What follows belongs to an exercise in optimizing a design on an open flow for small area; a production flow would make more cautious choices. The RTL of this run was laid out without a check of its function. Power and IR drop assume default switching activity.

==> design/flow/design.v <==
package branch_target_buffer_pkg;
  localparam int XLEN = 32;
  typedef enum logic [1:0] {
    PCp4_I,
    Jump_R,
    Branch_C,
    Trap_C
  } pcSrc;
  localparam logic [1:0] BTB_CTR_RESET = 2'b01;
  localparam logic [XLEN-1:0] EVEN_MASK = {{(XLEN-1){1'b1}}, 1'b0};
  typedef struct packed {
    logic            valid;
    logic [XLEN-1:0] tag;
    logic [XLEN-1:0] target;
    logic [1:0]      ctr;
  } btbEntry;
  typedef struct packed {
    logic            v;
    logic [XLEN-1:0] pc;
    logic            pred;
    logic [XLEN-1:0] tgt;
  } btbSlot;
endpackage
module branch_target_buffer_counter (
  input  logic [1:0] ctr,
  input  logic       taken,
  output logic [1:0] ctr_next
);
  always_comb begin
    ctr_next = ctr;
    unique case (1'b1)
      (taken && ctr != 2'b11):  ctr_next = ctr + 2'd1;
      (!taken && ctr != 2'b00): ctr_next = ctr - 2'd1;
      default: ;
    endcase
  end
endmodule
import branch_target_buffer_pkg::*;
module branch_target_buffer
#(
  parameter int ENTRIES = 16
) (
  input  logic            clk,
  input  logic            reset,
  input  logic [branch_target_buffer_pkg::XLEN-1:0] PC_I,
  output logic            Predict,
  output logic [branch_target_buffer_pkg::XLEN-1:0] Prediction,
  input  logic            StallI,
  input  logic            StallR,
  input  logic            FlushIR,
  input  logic            FlushRC,
  input  branch_target_buffer_pkg::pcSrc PCSrc_R,
  input  logic [branch_target_buffer_pkg::XLEN-1:0] PCpImm_R,
  input  logic            IsControl_C,
  input  logic            IsJump_C,
  input  logic            Taken_C,
  input  logic [branch_target_buffer_pkg::XLEN-1:0] Target_C,
  output logic            PredictionCorrect_R,
  output logic            PredictionCorrect_C
);
  localparam int IDX = $clog2(ENTRIES);
  logic [ENTRIES-1:0]           valid_q, valid_d;
  logic [ENTRIES-1:0][XLEN-1:0] tag_q, tag_d;
  logic [ENTRIES-1:0][XLEN-1:0] target_q, target_d;
  logic [ENTRIES-1:0][1:0]      ctr_q, ctr_d;
  logic            r_v_q, r_v_d, r_pred_q, r_pred_d;
  logic [XLEN-1:0] r_pc_q, r_pc_d, r_tgt_q, r_tgt_d;
  logic            c_v_q, c_v_d, c_pred_q, c_pred_d;
  logic [XLEN-1:0] c_pc_q, c_pc_d, c_tgt_q, c_tgt_d;
  logic [IDX-1:0]  idx_i;
  logic            hit_i;
  assign idx_i = PC_I[IDX+1:2];
  assign hit_i = valid_q[idx_i] && (tag_q[idx_i] == (PC_I >> (IDX+2)));
  assign Predict    = hit_i && ctr_q[idx_i][1];
  assign Prediction = hit_i ? (target_q[idx_i] & EVEN_MASK) : '0;
  logic [IDX-1:0] idx_c;
  logic           hit_c;
  logic           train;
  logic [1:0]     ctr_c;
  logic [1:0]     ctr_next;
  assign idx_c = c_pc_q[IDX+1:2];
  assign ctr_c = ctr_q[idx_c];
  assign hit_c = valid_q[idx_c] && (tag_q[idx_c] == (c_pc_q >> (IDX+2)));
  assign train = c_v_q && IsControl_C && !StallR;
  branch_target_buffer_counter u_ctr (
    .ctr      (ctr_c),
    .taken    (Taken_C),
    .ctr_next (ctr_next)
  );
  always_comb begin
    valid_d  = valid_q;
    tag_d    = tag_q;
    target_d = target_q;
    ctr_d    = ctr_q;
    for (int i = 0; i < ENTRIES; i++) begin
      if (train && (idx_c == IDX'(i))) begin
        if (hit_c && IsJump_C) begin
          ctr_d[i]    = 2'b11;
          target_d[i] = Target_C;
        end else if (hit_c && !IsJump_C) begin
          ctr_d[i] = ctr_next;
          if (Taken_C) target_d[i] = Target_C;
        end else if (!hit_c && Taken_C) begin
          valid_d[i]  = 1'b1;
          tag_d[i]    = c_pc_q >> (IDX+2);
          target_d[i] = Target_C;
          ctr_d[i]    = IsJump_C ? 2'b11 : 2'b10;
        end
      end
    end
  end
  always_comb begin
    r_v_d    = r_v_q;
    r_pc_d   = r_pc_q;
    r_pred_d = r_pred_q;
    r_tgt_d  = r_tgt_q;
    if (FlushIR) r_v_d = 1'b0;
    else if (!StallI) begin
      r_v_d    = 1'b1;
      r_pc_d   = PC_I;
      r_pred_d = Predict;
      r_tgt_d  = Prediction;
    end
  end
  always_comb begin
    c_v_d    = c_v_q;
    c_pc_d   = c_pc_q;
    c_pred_d = c_pred_q;
    c_tgt_d  = c_tgt_q;
    if (FlushRC) c_v_d = 1'b0;
    else if (!StallR) begin
      if (StallI && !FlushIR) c_v_d = 1'b0;
      else begin
        c_v_d    = r_v_q;
        c_pc_d   = r_pc_q;
        c_pred_d = r_pred_q;
        c_tgt_d  = r_tgt_q;
      end
    end
  end
  always_ff @(posedge clk or posedge reset) begin
    if (reset) begin
      for (int i = 0; i < ENTRIES; i++) begin
        valid_q[i]  <= 1'b0;
        tag_q[i]    <= '0;
        target_q[i] <= '0;
        ctr_q[i]    <= BTB_CTR_RESET;
      end
      r_v_q <= 1'b0; r_pc_q <= '0; r_pred_q <= 1'b0; r_tgt_q <= '0;
      c_v_q <= 1'b0; c_pc_q <= '0; c_pred_q <= 1'b0; c_tgt_q <= '0;
    end else begin
      valid_q  <= valid_d;
      tag_q    <= tag_d;
      target_q <= target_d;
      ctr_q    <= ctr_d;
      r_v_q <= r_v_d; r_pc_q <= r_pc_d; r_pred_q <= r_pred_d; r_tgt_q <= r_tgt_d;
      c_v_q <= c_v_d; c_pc_q <= c_pc_d; c_pred_q <= c_pred_d; c_tgt_q <= c_tgt_d;
    end
  end
  assign PredictionCorrect_R = r_v_q && r_pred_q && (PCSrc_R == Jump_R) &&
                               (r_tgt_q == (PCpImm_R & EVEN_MASK));
  assign PredictionCorrect_C = c_v_q && IsControl_C && (c_pred_q == Taken_C) &&
                               (!Taken_C || (c_tgt_q == (Target_C & EVEN_MASK)));
endmodule
==> design/flow/run.sh <==
#!/bin/bash
# synth_recipe.tcl (not shown) runs the flow's synth.tcl, then flattens the netlist and writes it again
# the make line also repeats each setting of config.mk as NAME=value (left out here)
make -C /OpenROAD-flow-scripts/flow DESIGN_CONFIG=/design/flow/config.mk WORK_HOME=/design/flow/orfs CLKGATE_MAP_FILE= SYNTH_SCRIPT=/design/flow/synth_recipe.tcl finish
==> design/flow/config.mk <==
export PLATFORM = sky130hd
export DESIGN_NAME = branch_target_buffer
export DESIGN_NICKNAME = branch_target_buffer
export VERILOG_FILES = /design/flow/design.v
export SDC_FILE = /design/flow/constraint.sdc
export NUM_CORES = 4
export LEC_CHECK = 0
export CAP_MARGIN = 20
export CORE_MARGIN = 2
export CORE_UTILIZATION = 40
export SLEW_MARGIN = 20
==> design/flow/constraint.sdc <==
create_clock -name core_clock -period 7.0 [get_ports {clk}]
set_input_delay 1.4000 -clock core_clock [delete_from_list [all_inputs] [get_ports {clk}]]
set_output_delay 1.4000 -clock core_clock [all_outputs]
set_load 0.01 [all_outputs]
==> reports/qor.csv <==
metric,value,unit
status,no timing/DRC/antenna violations,
async_flop_share,100.0,%
yosysWarnings,2,
drive_above_1_share,44.92,%
final_antenna_net_count,0,
tns,0,ns
drc,0,
syn-cell-area,53590,µm²
clkSinkCount,1086,
clk_latency,0.77,ns
htreeDepth,3,
path_class,in -> out,
clock_skew,0.05477,ns
dieWidth,370.0,µm
synth_fp_nets,3573,
finalNonFillerCells,5403,
post_cts_buffers,0,
synth_area_per_cell,15.46,µm²
pre_cts_slack,-0.1307,ns
cts_made_buffers,118,
grt_usage,22.26,%
dp_cells,5185,
first_global_vias,32600,
fillerInstances,11800,
initialDrtViolationCount,2423,
grt_max_degree,146,
netlist_instances,3466,
design_area,61020,µm²
antenna_found_initial,12,
coreArea,133300,µm²
p_leak,0.02842,µW
globalRouteOverflowTotal,0,
cp-start-kind,input port,
synth_common_cells,"dfrtp_1, mux2_2, mux4_2",
utilization,45.78,%
synth_top_area_share,49.96,%
place.gp.congestion,0.8302,
end_kind,primary output,
synth_edf_count,0,
max_slew_margin,27.79,%
cts_tree,yes,
dp_hpwl,91340,µm
clk_path_buf_depth,3,
die_height,370.0,µm
rsz0062_at_grt,false,
cts-root-buf,clkbuf_16,
yosysMostFrequentCell,dfrtp_1,
dpl_cell_area,56990,µm²
synth_cell_types,66,
setup_ws,0.2000,ns
synth-seq-cells,1086,
wire_per_inst,27.92,µm
timing.final.hold_violations,0,
start_util,40.21,%
cp.arrival,5.40,ns
drt_first_pass_iters,5,
cp_max_fo,34,
maxCapViolCount,0,
finalCritPeriodShare,97.14,%
synth_top_cell_by_area,dfrtp_1,
layout_min_cycle_time,6.800,ns
syn_to_final_growth,13.86,%
die_area,136900,µm²
layout.nets,3644,
vias_per_cell,5.829,
drt-total-wl,150900,µm
finalSetupViolations,0,
max_freq,147.1,MHz
yosysSeqAreaShare,50.75,%
ys_top_cells_by_area,"dfrtp_1, mux2_2, mux4_2, mux2_1, mux2i_1",
hold_path.class,reg -> reg,
via_count,31490,
ios,142,
rows,134,
p_per_area,254.0,nW/µm²
r2r_setup_slack,1.24,ns
synthFlopType,dfrtp_1,
vdd_ir_drop_max,0.2235,mV
slew_viol_final,0,
tightest_slew,1.073,ns
grt_pass1_wl,226000,µm
cp.required,5.60,ns
portBuffers,136,
path_clk_slew,0.06,ns
-- logic make-up after synthesis --
kind of cell	Yosys count	share of synthesized area [%]
muxes	1507	39.43
other	1	0.006997
xor gates and xnor gates	110	1.798
DFF	1086	50.75
AOI/OAI and AO/OA	179	2.122
buffers and inverters	319	3.030
and+or+nand+nor	264	2.862
-- power breakdown --
| group | switching, µW | internal, µW |
|---|---|---|
| sequential | 480 | 6620 |
| combinational | 1060 | 931 |
| clock | 2660 | 3750 |
| total | 4200 | 11300 |
-- registers in the layout, summed over array words and instances (netlist names), 16 cells and up --
signal	flops
c_pc_q	30
c_tgt_q	31
ctr_q	32
r_pc_q	30
r_tgt_q	31
tag_q	416
target_q	496
valid_q	16
-- worst max-delay path: stages --
cell and delay (ns):
buf_8 0.33, buf_4 0.34, mux4_2 0.52, mux4_2 0.48
xor2_1 0.20, nor4_4 0.46, buf_4 0.20, nand4_1 0.23
buf_12 0.25, nor2b_1 0.28, clkdlybuf4s50_1 0.59
-- repair_timing --
action | 4_1_cts | 5_1_grt
resized for setup | 1 | 1
hold buffers | 0 | 0
gates cloned | 0 | 0
endpoints found under the setup margin | 31 | 1
-- layout by cell type, fill, tap and decap left out, types with 7 or more instances in the layout --
cell             instances
a22oi_1                 14
a221oi_1                 8
inv_1                   11
nand2b_1                27
clkbuf_1                24
nor2_1                  37
nor3_1                  15
dfrtp_1               1066
mux4_2                 378
o21ai_0                 17
a21oi_1                 75
nand4_1                 22
buf_12                  31
dfstp_2                 16
nand2_1                 35
nand2_2                 16
xor2_1                  38
xnor2_1                 72
bufinv_16                9
clkinv_2                29
a31oi_1                  7
buf_4                   92
nor2b_1                 45
nand2b_4                10
clkbuf_8                29
nor4_1                  10
clkbuf_16              119
mux2_2                 870
mux2i_1                 75
mux2_1                 184
a211oi_1                 7
nand3_1                 18
o22ai_1                 15
clkdlybuf4s50_1        131
-- layer usage --
metal | global-route usage [%] | vias up | part of all wire, %
met2 | 36.29 | 713 | 49
met5 | 0 | - | 0.041
met3 | 3.515 | 215 | 4.7
met4 | 5.902 | 10 | 2.6
li1 | - | 13210 | -
met1 | 31.05 | 17350 | 44
-- area by class of cell --
type,instances,area (µm²),share of cell area [%]
multi-input combinational,2061,24870,40.75
sequential,1086,27210,44.59
tap,1768,2212,3.625
inverter,13,52.55,0.08612
clock inverter,45,554.3,0.9083
clock buffer,171,3453,5.659
antenna,2,5.005,0.008202
timing repair buffer,257,2666,4.369
-- worst paths after layout --
| check | cells past startpoint | startpoint | end |
|---|---|---|---|
| worst max-delay path | 11 | PC_I[4] | Prediction[19] |
| worst min-delay path | 2 | r_pc_q[9]$_DFFE_PP0P_ | c_pc_q[9]$_DFFE_PP0P_ |
| worst max register to register | 13 | c_pc_q[2]$_DFFE_PP0P_ | tag_q[327]$_DFFE_PP0P_ |
| worst min register to register | 2 | r_pc_q[9]$_DFFE_PP0P_ | c_pc_q[9]$_DFFE_PP0P_ |
| min in group asynchronous | 2 | reset | target_q[223]$_DFFE_PP0P_ |
| max in group asynchronous | 4 | reset | target_q[238]$_DFFE_PP0P_ |
-- through the flow --
stage | power, µW | hold slack, ns
CTS | 15660 | 0.4467
detailed placement | 9212 | 0.4693
global placement | 9186 | 0.4574
global route | 16110 | 0.4867
finish | 15500 | 0.4616
floorplan | 8476 | 0.4460

separate check: timing with driven ports:
How much do the figures lean on ideal ports? The routed layout below was timed once more, with nothing changed but the port constraints. Step 1 (the two cells are an assumption about what drives the block):
set clk [get_ports {clk}]
set_driving_cell -lib_cell sky130_fd_sc_hd__clkbuf_16 $clk
set_driving_cell -lib_cell sky130_fd_sc_hd__buf_2 [delete_from_list [all_inputs] $clk]
Step 2 times the ports against the registers' clock, not the clock port: input delays grow and output delays shrink by t, the midpoint of the rising clock arrivals with the driver on. Three values: ideal ports, drivers, drivers and shift; two values: the first two.
t, ns: 0.818
slack for setup (ns): 0.200 / 0.148 / 0.148
latest minus earliest clock arrival (ns): 0.055 / 0.055
After both steps this run still meets setup and hold. For this run, drivers alone change the setup slack by -0.052 ns; drivers and shift together by -0.052 ns.
